From an optimization exercise on the open Yosys and OpenROAD flow, aimed at small area; shortcuts taken in it are not production practice. Function was checked by simulation only, so behaviour that the tests miss may differ from the original. No activity file was given, so power comes from the tool's default toggle rates.

### config.mk
export PLATFORM = sky130hd
export DESIGN_NAME = rv32i_int_core
export DESIGN_NICKNAME = rv32i_int_core
export VERILOG_FILES = /design/flow/design.v
export SDC_FILE = /design/flow/constraint.sdc
export NUM_CORES = 4
export LEC_CHECK = 0
export CAP_MARGIN = 20
export CORE_MARGIN = 2
export CORE_UTILIZATION = 40
export SLEW_MARGIN = 20
### constraint.sdc
create_clock -name core_clock -period 5.5 [get_ports {clk}]
set_input_delay 1.1000 -clock core_clock [delete_from_list [all_inputs] [get_ports {clk}]]
set_output_delay 1.1000 -clock core_clock [all_outputs]
set_load 0.01 [all_outputs]
### design.v
package rv_isa_pkg;
    localparam int XLEN       = 32;
    localparam int INSTR_W    = 32;
    localparam int REG_ADDR_W = 5;
    localparam int NUM_REGS   = 32;
    localparam int OPCODE_W = 7;
    localparam int FUNCT3_W = 3;
    localparam int FUNCT7_W = 7;
    localparam int RD_LSB     = 7;
    localparam int FUNCT3_LSB = 12;
    localparam int RS1_LSB    = 15;
    localparam int RS2_LSB    = 20;
    localparam int FUNCT7_LSB = 25;
    localparam logic [OPCODE_W-1:0] OP_LUI = 7'b0110111;
    localparam logic [OPCODE_W-1:0] OP_IMM = 7'b0010011;
    localparam logic [OPCODE_W-1:0] OP_REG = 7'b0110011;
    localparam logic [FUNCT3_W-1:0] F3_ADD_SUB = 3'b000;
    localparam logic [FUNCT3_W-1:0] F3_SLL     = 3'b001;
    localparam logic [FUNCT3_W-1:0] F3_SLT     = 3'b010;
    localparam logic [FUNCT3_W-1:0] F3_SLTU    = 3'b011;
    localparam logic [FUNCT3_W-1:0] F3_XOR     = 3'b100;
    localparam logic [FUNCT3_W-1:0] F3_SRL_SRA = 3'b101;
    localparam logic [FUNCT3_W-1:0] F3_OR      = 3'b110;
    localparam logic [FUNCT3_W-1:0] F3_AND     = 3'b111;
    localparam logic [FUNCT7_W-1:0] F7_BASE = 7'b0000000;
    localparam logic [FUNCT7_W-1:0] F7_ALT  = 7'b0100000;
endpackage
package core_ctrl_pkg;
    typedef enum logic [3:0] {
        ALU_ADD  = 4'd0,
        ALU_SUB  = 4'd1,
        ALU_OR   = 4'd2,
        ALU_AND  = 4'd3,
        ALU_XOR  = 4'd4,
        ALU_SLL  = 4'd5,
        ALU_SRL  = 4'd6,
        ALU_SRA  = 4'd7,
        ALU_SLT  = 4'd8,
        ALU_SLTU = 4'd9
    } alu_op_e;
    localparam int SHAMT_W = 5;
endpackage
`timescale 1ns/10ps
import rv_isa_pkg::*;
module register_file (
    input  logic                                clk,
    input  logic                                rst_n_i,
    input  logic [rv_isa_pkg::REG_ADDR_W-1:0]   rs1_addr_i,
    input  logic [rv_isa_pkg::REG_ADDR_W-1:0]   rs2_addr_i,
    input  logic                                wr_en_i,
    input  logic [rv_isa_pkg::REG_ADDR_W-1:0]   wr_addr_i,
    input  logic [rv_isa_pkg::XLEN-1:0]         wr_data_i,
    output logic [rv_isa_pkg::XLEN-1:0]         rs1_data_o,
    output logic [rv_isa_pkg::XLEN-1:0]         rs2_data_o
);
    logic [XLEN-1:0] regs [NUM_REGS];
    function automatic logic [XLEN-1:0] read_port(input logic [REG_ADDR_W-1:0] addr);
        if (addr == '0) begin
            read_port = '0;
        end else if (wr_en_i && (wr_addr_i == addr)) begin
            read_port = wr_data_i;
        end else begin
            read_port = regs[addr];
        end
    endfunction
    always_ff @(posedge clk or negedge rst_n_i) begin
        if (!rst_n_i) begin
            for (int i = 0; i < NUM_REGS; i++) begin
                regs[i] <= '0;
            end
        end else if (wr_en_i && (wr_addr_i != '0)) begin
            regs[wr_addr_i] <= wr_data_i;
        end
    end
    always_comb begin
        rs1_data_o = read_port(rs1_addr_i);
        rs2_data_o = read_port(rs2_addr_i);
    end
endmodule
`timescale 1ns/10ps
import rv_isa_pkg::*;
import core_ctrl_pkg::*;
module decode_stage (
    input  logic                                clk,
    input  logic                                rst_n_i,
    input  logic                                instr_valid_i,
    input  logic [rv_isa_pkg::INSTR_W-1:0]      instr_i,
    input  logic [rv_isa_pkg::XLEN-1:0]         rf_rs1_data_i,
    input  logic [rv_isa_pkg::XLEN-1:0]         rf_rs2_data_i,
    output logic [rv_isa_pkg::REG_ADDR_W-1:0]   rf_rs1_addr_o,
    output logic [rv_isa_pkg::REG_ADDR_W-1:0]   rf_rs2_addr_o,
    output logic                                ex_valid_o,
    output core_ctrl_pkg::alu_op_e              ex_alu_op_o,
    output logic                                ex_use_imm_o,
    output logic [rv_isa_pkg::XLEN-1:0]         ex_imm_o,
    output logic [rv_isa_pkg::XLEN-1:0]         ex_rs1_data_o,
    output logic [rv_isa_pkg::XLEN-1:0]         ex_rs2_data_o,
    output logic [rv_isa_pkg::REG_ADDR_W-1:0]   ex_rs1_addr_o,
    output logic [rv_isa_pkg::REG_ADDR_W-1:0]   ex_rs2_addr_o,
    output logic [rv_isa_pkg::REG_ADDR_W-1:0]   ex_rd_addr_o
);
    logic [OPCODE_W-1:0]   opcode;
    logic [FUNCT3_W-1:0]   funct3;
    logic [FUNCT7_W-1:0]   funct7;
    logic [REG_ADDR_W-1:0] rd_addr;
    logic [REG_ADDR_W-1:0] rs1_addr;
    logic [REG_ADDR_W-1:0] rs2_addr;
    logic [XLEN-1:0]       imm_i;
    logic [XLEN-1:0]       imm_sh;
    logic [XLEN-1:0]       imm_u;
    logic                  is_shift;
    logic                  dec_valid;
    core_ctrl_pkg::alu_op_e               dec_alu_op;
    logic                  dec_use_imm;
    logic [XLEN-1:0]       dec_imm;
    function automatic core_ctrl_pkg::alu_op_e base_op(input logic [FUNCT3_W-1:0] f3);
        case (f3)
            F3_ADD_SUB: base_op = ALU_ADD;
            F3_SLL:     base_op = ALU_SLL;
            F3_SLT:     base_op = ALU_SLT;
            F3_SLTU:    base_op = ALU_SLTU;
            F3_XOR:     base_op = ALU_XOR;
            F3_SRL_SRA: base_op = ALU_SRL;
            F3_OR:      base_op = ALU_OR;
            F3_AND:     base_op = ALU_AND;
            default:    base_op = ALU_ADD;
        endcase
    endfunction
    assign opcode  = instr_i[OPCODE_W-1:0];
    assign funct3  = instr_i[FUNCT3_LSB +: FUNCT3_W];
    assign funct7  = instr_i[FUNCT7_LSB +: FUNCT7_W];
    assign rd_addr = instr_i[RD_LSB +: REG_ADDR_W];
    assign rs2_addr = instr_i[RS2_LSB +: REG_ADDR_W];
    assign rs1_addr = (opcode == OP_LUI) ? '0 : instr_i[RS1_LSB +: REG_ADDR_W];
    assign imm_i  = {{(XLEN-12){instr_i[INSTR_W-1]}}, instr_i[INSTR_W-1:RS2_LSB]};
    assign imm_sh = {{(XLEN-SHAMT_W){1'b0}}, instr_i[RS2_LSB +: SHAMT_W]};
    assign imm_u  = {instr_i[INSTR_W-1:FUNCT3_LSB], 12'b0};
    assign is_shift = (funct3 == F3_SLL) || (funct3 == F3_SRL_SRA);
    assign rf_rs1_addr_o = rs1_addr;
    assign rf_rs2_addr_o = rs2_addr;
    always_comb begin
        dec_valid   = 1'b0;
        dec_alu_op  = base_op(funct3);
        dec_use_imm = 1'b0;
        dec_imm     = imm_i;
        case (opcode)
            OP_LUI: begin
                dec_valid   = 1'b1;
                dec_alu_op  = ALU_ADD;
                dec_use_imm = 1'b1;
                dec_imm     = imm_u;
            end
            OP_IMM: begin
                dec_use_imm = 1'b1;
                if (!is_shift) begin
                    dec_valid = 1'b1;
                end else begin
                    dec_imm = imm_sh;
                    if (funct7 == F7_BASE) begin
                        dec_valid = 1'b1;
                    end else if (funct7 == F7_ALT && funct3 == F3_SRL_SRA) begin
                        dec_valid  = 1'b1;
                        dec_alu_op = ALU_SRA;
                    end
                end
            end
            OP_REG: begin
                if (funct7 == F7_BASE) begin
                    dec_valid = 1'b1;
                end else if (funct7 == F7_ALT) begin
                    if (funct3 == F3_ADD_SUB) begin
                        dec_valid  = 1'b1;
                        dec_alu_op = ALU_SUB;
                    end else if (funct3 == F3_SRL_SRA) begin
                        dec_valid  = 1'b1;
                        dec_alu_op = ALU_SRA;
                    end
                end
            end
            default: begin
            end
        endcase
    end
    always_ff @(posedge clk or negedge rst_n_i) begin
        if (!rst_n_i) begin
            ex_valid_o <= 1'b0;
        end else begin
            ex_valid_o <= instr_valid_i && dec_valid;
        end
    end
    always_ff @(posedge clk) begin
        if (instr_valid_i) begin
            ex_alu_op_o   <= dec_alu_op;
            ex_use_imm_o  <= dec_use_imm;
            ex_imm_o      <= dec_imm;
            ex_rs1_data_o <= rf_rs1_data_i;
            ex_rs2_data_o <= rf_rs2_data_i;
            ex_rs1_addr_o <= rs1_addr;
            ex_rs2_addr_o <= rs2_addr;
            ex_rd_addr_o  <= rd_addr;
        end
    end
endmodule
`timescale 1ns/10ps
import rv_isa_pkg::*;
import core_ctrl_pkg::*;
module execute_stage (
    input  logic                                ex_valid_i,
    input  core_ctrl_pkg::alu_op_e              ex_alu_op_i,
    input  logic                                ex_use_imm_i,
    input  logic [rv_isa_pkg::XLEN-1:0]         ex_imm_i,
    input  logic [rv_isa_pkg::XLEN-1:0]         ex_rs1_data_i,
    input  logic [rv_isa_pkg::XLEN-1:0]         ex_rs2_data_i,
    input  logic [rv_isa_pkg::REG_ADDR_W-1:0]   ex_rs1_addr_i,
    input  logic [rv_isa_pkg::REG_ADDR_W-1:0]   ex_rs2_addr_i,
    input  logic [rv_isa_pkg::REG_ADDR_W-1:0]   ex_rd_addr_i,
    input  logic                                wb_valid_i,
    input  logic [rv_isa_pkg::REG_ADDR_W-1:0]   wb_rd_addr_i,
    input  logic [rv_isa_pkg::XLEN-1:0]         wb_data_i,
    output logic                                res_valid_o,
    output logic [rv_isa_pkg::REG_ADDR_W-1:0]   res_rd_addr_o,
    output logic [rv_isa_pkg::XLEN-1:0]         res_data_o
);
    logic [XLEN-1:0]    op_a;
    logic [XLEN-1:0]    rs2_fwd;
    logic [XLEN-1:0]    op_b;
    logic [SHAMT_W-1:0] shamt;
    logic [XLEN-1:0]    alu_result;
    function automatic logic [XLEN-1:0] bypass(input logic [REG_ADDR_W-1:0] addr,
                                               input logic [XLEN-1:0]       data);
        if (wb_valid_i && (addr != '0) && (addr == wb_rd_addr_i)) begin
            bypass = wb_data_i;
        end else begin
            bypass = data;
        end
    endfunction
    always_comb begin
        op_a    = bypass(ex_rs1_addr_i, ex_rs1_data_i);
        rs2_fwd = bypass(ex_rs2_addr_i, ex_rs2_data_i);
    end
    assign op_b = ex_use_imm_i ? ex_imm_i : rs2_fwd;
    assign shamt = op_b[SHAMT_W-1:0];
    always_comb begin
        case (ex_alu_op_i)
            ALU_ADD:  alu_result = op_a + op_b;
            ALU_SUB:  alu_result = op_a - op_b;
            ALU_OR:   alu_result = op_a | op_b;
            ALU_AND:  alu_result = op_a & op_b;
            ALU_XOR:  alu_result = op_a ^ op_b;
            ALU_SLL:  alu_result = op_a << shamt;
            ALU_SRL:  alu_result = op_a >> shamt;
            ALU_SRA:  alu_result = $signed(op_a) >>> shamt;
            ALU_SLT:  alu_result = {{(XLEN-1){1'b0}}, $signed(op_a) < $signed(op_b)};
            ALU_SLTU: alu_result = {{(XLEN-1){1'b0}}, op_a < op_b};
            default:  alu_result = '0;
        endcase
    end
    assign res_valid_o   = ex_valid_i;
    assign res_rd_addr_o = ex_rd_addr_i;
    assign res_data_o    = alu_result;
endmodule
`timescale 1ns/10ps
import rv_isa_pkg::*;
module result_stage (
    input  logic                                clk,
    input  logic                                rst_n_i,
    input  logic                                res_valid_i,
    input  logic [rv_isa_pkg::REG_ADDR_W-1:0]   res_rd_addr_i,
    input  logic [rv_isa_pkg::XLEN-1:0]         res_data_i,
    output logic                                result_valid_o,
    output logic [rv_isa_pkg::REG_ADDR_W-1:0]   result_rd_o,
    output logic [rv_isa_pkg::XLEN-1:0]         result_data_o,
    output logic                                rf_wr_en_o,
    output logic [rv_isa_pkg::XLEN-1:0]         instret_o
);
    always_ff @(posedge clk or negedge rst_n_i) begin
        if (!rst_n_i) begin
            result_valid_o <= 1'b0;
            instret_o      <= '0;
        end else begin
            result_valid_o <= res_valid_i;
            if (result_valid_o) begin
                instret_o <= instret_o + 1'b1;
            end
        end
    end
    always_ff @(posedge clk) begin
        if (res_valid_i) begin
            result_rd_o   <= res_rd_addr_i;
            result_data_o <= res_data_i;
        end
    end
    assign rf_wr_en_o = result_valid_o && (result_rd_o != '0);
endmodule
`timescale 1ns/10ps
import rv_isa_pkg::*;
import core_ctrl_pkg::*;
module rv32i_int_core (
    input  logic                                clk,
    input  logic                                rst_n_i,
    input  logic                                instr_valid_i,
    input  logic [rv_isa_pkg::INSTR_W-1:0]      instr_i,
    output logic                                result_valid_o,
    output logic [rv_isa_pkg::REG_ADDR_W-1:0]   result_rd_o,
    output logic [rv_isa_pkg::XLEN-1:0]         result_data_o,
    output logic [rv_isa_pkg::XLEN-1:0]         instret_o
);
    logic [REG_ADDR_W-1:0] rf_rs1_addr;
    logic [REG_ADDR_W-1:0] rf_rs2_addr;
    logic [XLEN-1:0]       rf_rs1_data;
    logic [XLEN-1:0]       rf_rs2_data;
    logic                  rf_wr_en;
    logic                  ex_valid;
    core_ctrl_pkg::alu_op_e               ex_alu_op;
    logic                  ex_use_imm;
    logic [XLEN-1:0]       ex_imm;
    logic [XLEN-1:0]       ex_rs1_data;
    logic [XLEN-1:0]       ex_rs2_data;
    logic [REG_ADDR_W-1:0] ex_rs1_addr;
    logic [REG_ADDR_W-1:0] ex_rs2_addr;
    logic [REG_ADDR_W-1:0] ex_rd_addr;
    logic                  res_valid;
    logic [REG_ADDR_W-1:0] res_rd_addr;
    logic [XLEN-1:0]       res_data;
    decode_stage u_decode (
        .clk           (clk),
        .rst_n_i       (rst_n_i),
        .instr_valid_i (instr_valid_i),
        .instr_i       (instr_i),
        .rf_rs1_data_i (rf_rs1_data),
        .rf_rs2_data_i (rf_rs2_data),
        .rf_rs1_addr_o (rf_rs1_addr),
        .rf_rs2_addr_o (rf_rs2_addr),
        .ex_valid_o    (ex_valid),
        .ex_alu_op_o   (ex_alu_op),
        .ex_use_imm_o  (ex_use_imm),
        .ex_imm_o      (ex_imm),
        .ex_rs1_data_o (ex_rs1_data),
        .ex_rs2_data_o (ex_rs2_data),
        .ex_rs1_addr_o (ex_rs1_addr),
        .ex_rs2_addr_o (ex_rs2_addr),
        .ex_rd_addr_o  (ex_rd_addr)
    );
    register_file u_regfile (
        .clk        (clk),
        .rst_n_i    (rst_n_i),
        .rs1_addr_i (rf_rs1_addr),
        .rs2_addr_i (rf_rs2_addr),
        .wr_en_i    (rf_wr_en),
        .wr_addr_i  (result_rd_o),
        .wr_data_i  (result_data_o),
        .rs1_data_o (rf_rs1_data),
        .rs2_data_o (rf_rs2_data)
    );
    execute_stage u_execute (
        .ex_valid_i    (ex_valid),
        .ex_alu_op_i   (ex_alu_op),
        .ex_use_imm_i  (ex_use_imm),
        .ex_imm_i      (ex_imm),
        .ex_rs1_data_i (ex_rs1_data),
        .ex_rs2_data_i (ex_rs2_data),
        .ex_rs1_addr_i (ex_rs1_addr),
        .ex_rs2_addr_i (ex_rs2_addr),
        .ex_rd_addr_i  (ex_rd_addr),
        .wb_valid_i    (result_valid_o),
        .wb_rd_addr_i  (result_rd_o),
        .wb_data_i     (result_data_o),
        .res_valid_o   (res_valid),
        .res_rd_addr_o (res_rd_addr),
        .res_data_o    (res_data)
    );
    result_stage u_result (
        .clk            (clk),
        .rst_n_i        (rst_n_i),
        .res_valid_i    (res_valid),
        .res_rd_addr_i  (res_rd_addr),
        .res_data_i     (res_data),
        .result_valid_o (result_valid_o),
        .result_rd_o    (result_rd_o),
        .result_data_o  (result_data_o),
        .rf_wr_en_o     (rf_wr_en),
        .instret_o      (instret_o)
    );
endmodule
### run.sh
#!/bin/bash
# synth_recipe.tcl (not shown) runs the flow's synth.tcl, then flattens the netlist and writes it again
# the make line also repeats each setting of config.mk as NAME=value (left out here)
make -C /OpenROAD-flow-scripts/flow DESIGN_CONFIG=/design/flow/config.mk WORK_HOME=/design/flow/orfs CLKGATE_MAP_FILE= SYNTH_SCRIPT=/design/flow/synth_recipe.tcl finish
==> qor.csv <==
stage;metric;value;unit
yosys;yosysMostFrequentCell;mux2_2;
place;io_buffers;104;
yosys;synth_nets;5904;
timing;final-hold-violation-count;0;
worst_setup_path;critPathRequiredTime;6.07;ns
floorplan;die_w;407.0;um
cells_and_area;postLayoutCellArea;75730;um^2
yosys;avgSynthCellArea;11.26;um^2
worst_setup_path;cp-start-kind;register;
floorplan;ioPinCount;105;
clock_network;insertion_delay;0.83;ns
cells_and_area;area_delta_synth_final;16.59;%
clock_network;cts_max_path_buffers;3;
floorplan;core.rowCount;147;
worst_setup_path;cp-end-kind;register;
worst_setup_path;cp.arrival;5.80;ns
grt;grt_max_degree;138;
outcome;status;timing/DRC/antenna clean;
cells_and_area;drive_gt1_frac;0.3015;
yosys;ys_top_cells_by_count;1039 x mux2_2, 1026 x dfrtp_1, 517 x a22oi_1, 426 x clkbuf_1, 288 x nor2_1;
clock_network;htree_levels;4;
yosys;synthFlopType;dfrtp_1;
timing;setup-violations-final;0;
clock_network;clock-sinks;1179;
run;max_cap_violations;0;
yosys;yosysSeqAreaShare;0.4660;
power_and_ir_drop;powerDensity;275.4;nW/um^2
yosys;synth.top_cell.area_share;0.3953;
timing;finalSetupTns;0;ns
worst_setup_path;critical_path_class;reg2reg;
cells_and_area;final_util;0.4705;
routing;drtIter0Drc;10850;
timing;layout_setup_ws;0.2665;ns
place;dpl_worst_slack;0.1421;ns
grt;antenna_found_initial;23;
timing;worst_slew_pin_slew;1.289;ns
yosys;yosys-top-cells-area;dfrtp_1 40%, mux2_2 18%, edfxtp_1 7.1%, a22oi_1 6.0%, a221oi_1 3.0%;
grt;grt_overflow_total;0;
floorplan;floorplan.initialDensity;0.4036;
timing;min_period_over_period;0.9515;
cells_and_area;layoutNonFillerInstCount;8157;
clock_network;cts_buffers;136;
timing;relSlewSlack;0.1387;
yosys;yosysTopAreaCell;dfrtp_1;
timing;drv_slew;0;
floorplan;core_area;160900;um^2
timing;rsz0062_at_grt;no;
place;post_dp_cell_area;70810;um^2
routing;drt-wirelength-per-cell;40.62;um
place;dpl.hpwl;209.7;mm
worst_hold_path;hp-class;in2async;
timing;max_freq;191.1;MHz
cells_and_area;final_nets;6010;
yosys;netlist_area;64950;um^2
clock_network;postCtsHoldBufs;0;
yosys;ys_async_sr_fraction;0.8702;
routing;ant_nets;0;
power_and_ir_drop;finalPower;20.86;mW
routing;post_drt_via_cell_ratio;7.271;
clock_network;tritoncts;yes;
routing;first_pass_iters;15;
routing;dr_total_vias;59310;
place;gp_congestion;0.9999;
grt;grt_pass1_vias;57130;
clock_network;cts.clk_slew.worst_paths;0.06;ns
yosys;synth-warning-count;5;
floorplan;die_area;165600;um^2
yosys;yosysUniqueCellTypes;101;
floorplan;fp.dieH;407.0;um
power_and_ir_drop;p_leak;33.72;nW
yosys;synthCells;5769;
clock_network;cts_root_buf;clkbuf_16;
worst_setup_path;path_max_fanout;13;
yosys;synth_seq_cells;1179;
timing;whs;0.3607;ns
routing;drc;0;
grt;grt_pass1_wl;456.7;mm
place;placed_cells;7889;
grt;track_usage;0.3927;
yosys;synth_edf_count;153;
timing;fin_skew;0.08410;ns
routing;drt-total-wl;331.4;mm
timing;layout_min_cycle_time;5.234;ns
power_and_ir_drop;max-vdd-ir-drop;0.0002731;V
-- sequential cells by signal, summed over array words and instances, names as in the netlist --
register	flops
u_decode.ex_imm_o	32
u_result.result_valid_o	1
u_result.instret_o	32
u_regfile.regs	992
u_decode.ex_valid_o	1
u_result.result_data_o	32
u_decode.ex_rs1_addr_o	5
u_decode.ex_rs1_data_o	32
u_decode.ex_rs2_data_o	32
u_decode.ex_use_imm_o	1
u_result.result_rd_o	5
u_decode.ex_rd_addr_o	5
u_decode.ex_alu_op_o	4
u_decode.ex_rs2_addr_o	5
-- logic make-up after synthesis --
| kind of cell | share of synthesized area |
|---|---|
| AOI/OAI and AO/OA | 0.1843 |
| xor gates and xnor gates | 0.006608 |
| adders and majority gates | 0.01950 |
| buffers and inverters | 0.03809 |
| DFF | 0.4660 |
| muxes | 0.2090 |
| and+or+nand+nor | 0.07642 |
-- placed cells by master (no fill, tap or decap), drive strengths merged, types with 65 or more instances in the layout --
cell type,instances
nand3,97
dfrtp,1026
nand2,208
nor2,289
clkbuf,197
ha,98
a221oi,225
a22oi,518
mux2,1039
a22o,172
nand4,178
inv,102
o21ai,131
clkdlybuf4s50,101
a21oi,179
a222oi,65
edfxtp,153
buf,400
mux2i,187
-- final timing paths --
kind                                           from                         end  slack, ns  cells past startpoint
max in group asynchronous                   rst_n_i       u_regfile.regs[2][13]       3.83                      2
min in group core_clock    u_decode.ex_rd_addr_o[4]     u_result.result_rd_o[4]       0.43                      0
hold reg to reg            u_decode.ex_rd_addr_o[4]     u_result.result_rd_o[4]       0.43                      0
setup / recovery            u_result.result_rd_o[4]  u_result.result_data_o[28]       0.27                     19
hold / removal                              rst_n_i      u_regfile.regs[12][20]       0.36                      1
setup reg to reg            u_result.result_rd_o[4]  u_result.result_data_o[28]       0.27                     19
-- layout make-up --
| type | instances | area, um^2 |
|---|---|---|
| fill | 14630 | 85210 |
| multi-input combinational | 3960 | 32910 |
| sequential | 1179 | 30270 |
| timing repair buffer | 501 | 4752 |
| clock buffer | 197 | 3874 |
| tap | 2160 | 2703 |
| clock inverter | 52 | 819.5 |
| inverter | 97 | 369.1 |
| antenna | 11 | 27.53 |
-- worst max-delay path, stage by stage, from the launching register on --
cell and delay (ns):
edfxtp_1 0.48, or2_1 0.29, o21a_2 0.25, nor3_2 0.18, buf_4 0.30, mux2i_1 0.25
o21ai_0 0.13, ha_1 0.40, nor2b_1 0.16, a221oi_1 0.49, a211oi_1 0.15, buf_4 0.18
nor4b_1 0.31, buf_4 0.21, o41a_1 0.27, o21ba_2 0.23, nor2_1 0.06, a211oi_2 0.21
a21oi_1 0.06, or3_1 0.37
-- where the power goes --
group          switching, mW  total (mW)  leakage [nW]  internal, mW
Combinational           1.66        2.33          15.6         0.670
Sequential            0.0471        8.96          15.8          8.91
Clock                   4.18        9.57          2.27          5.39
Total                   5.88        20.9          33.7          15.0
-- routing by layer --
layer,up-vias,wire [um],global-route usage
met5,-,159,0.002379
met4,24,27420,0.2602
met3,1663,46970,0.1613
met2,5245,136900,0.5635
met1,29690,120000,0.4821
li1,22680,-,-
-- what timing repair did --
item,in CTS,in global routing
setup buffers,0,2
setup endpoints to repair,0,9
gates resized for setup,0,5

## what the ideal ports hide
The flow's constraints put no driver on any port. The routed layout listed below was extracted and timed again, unchanged, in two steps. Step 1 (the two cells are an assumption about what drives the block):
set clk [get_ports {clk}]
set_driving_cell -lib_cell sky130_fd_sc_hd__clkbuf_16 $clk
set_driving_cell -lib_cell sky130_fd_sc_hd__buf_2 [delete_from_list [all_inputs] $clk]
Step 2, shift: input delay + t, output delay - t, t = (earliest + latest rising clock arrival at the registers) / 2. This alone moves slack from input paths to output paths. a / b / c = ideal ports / drivers / drivers and shift; a / b = the first two.
shift t [ns]: 0.883
setup WS [ns]: 0.266 / 0.266 / 0.046
worst hold slack (ns): 0.361 / 0.324 / 0.427
latest minus earliest clock arrival (ns): 0.091 / 0.091
cell pins on the clock port's net: 1
After both steps setup and hold are still met in this run. The setup slack of this run moves by 0.000 ns with the drivers and by -0.220 ns with both steps.
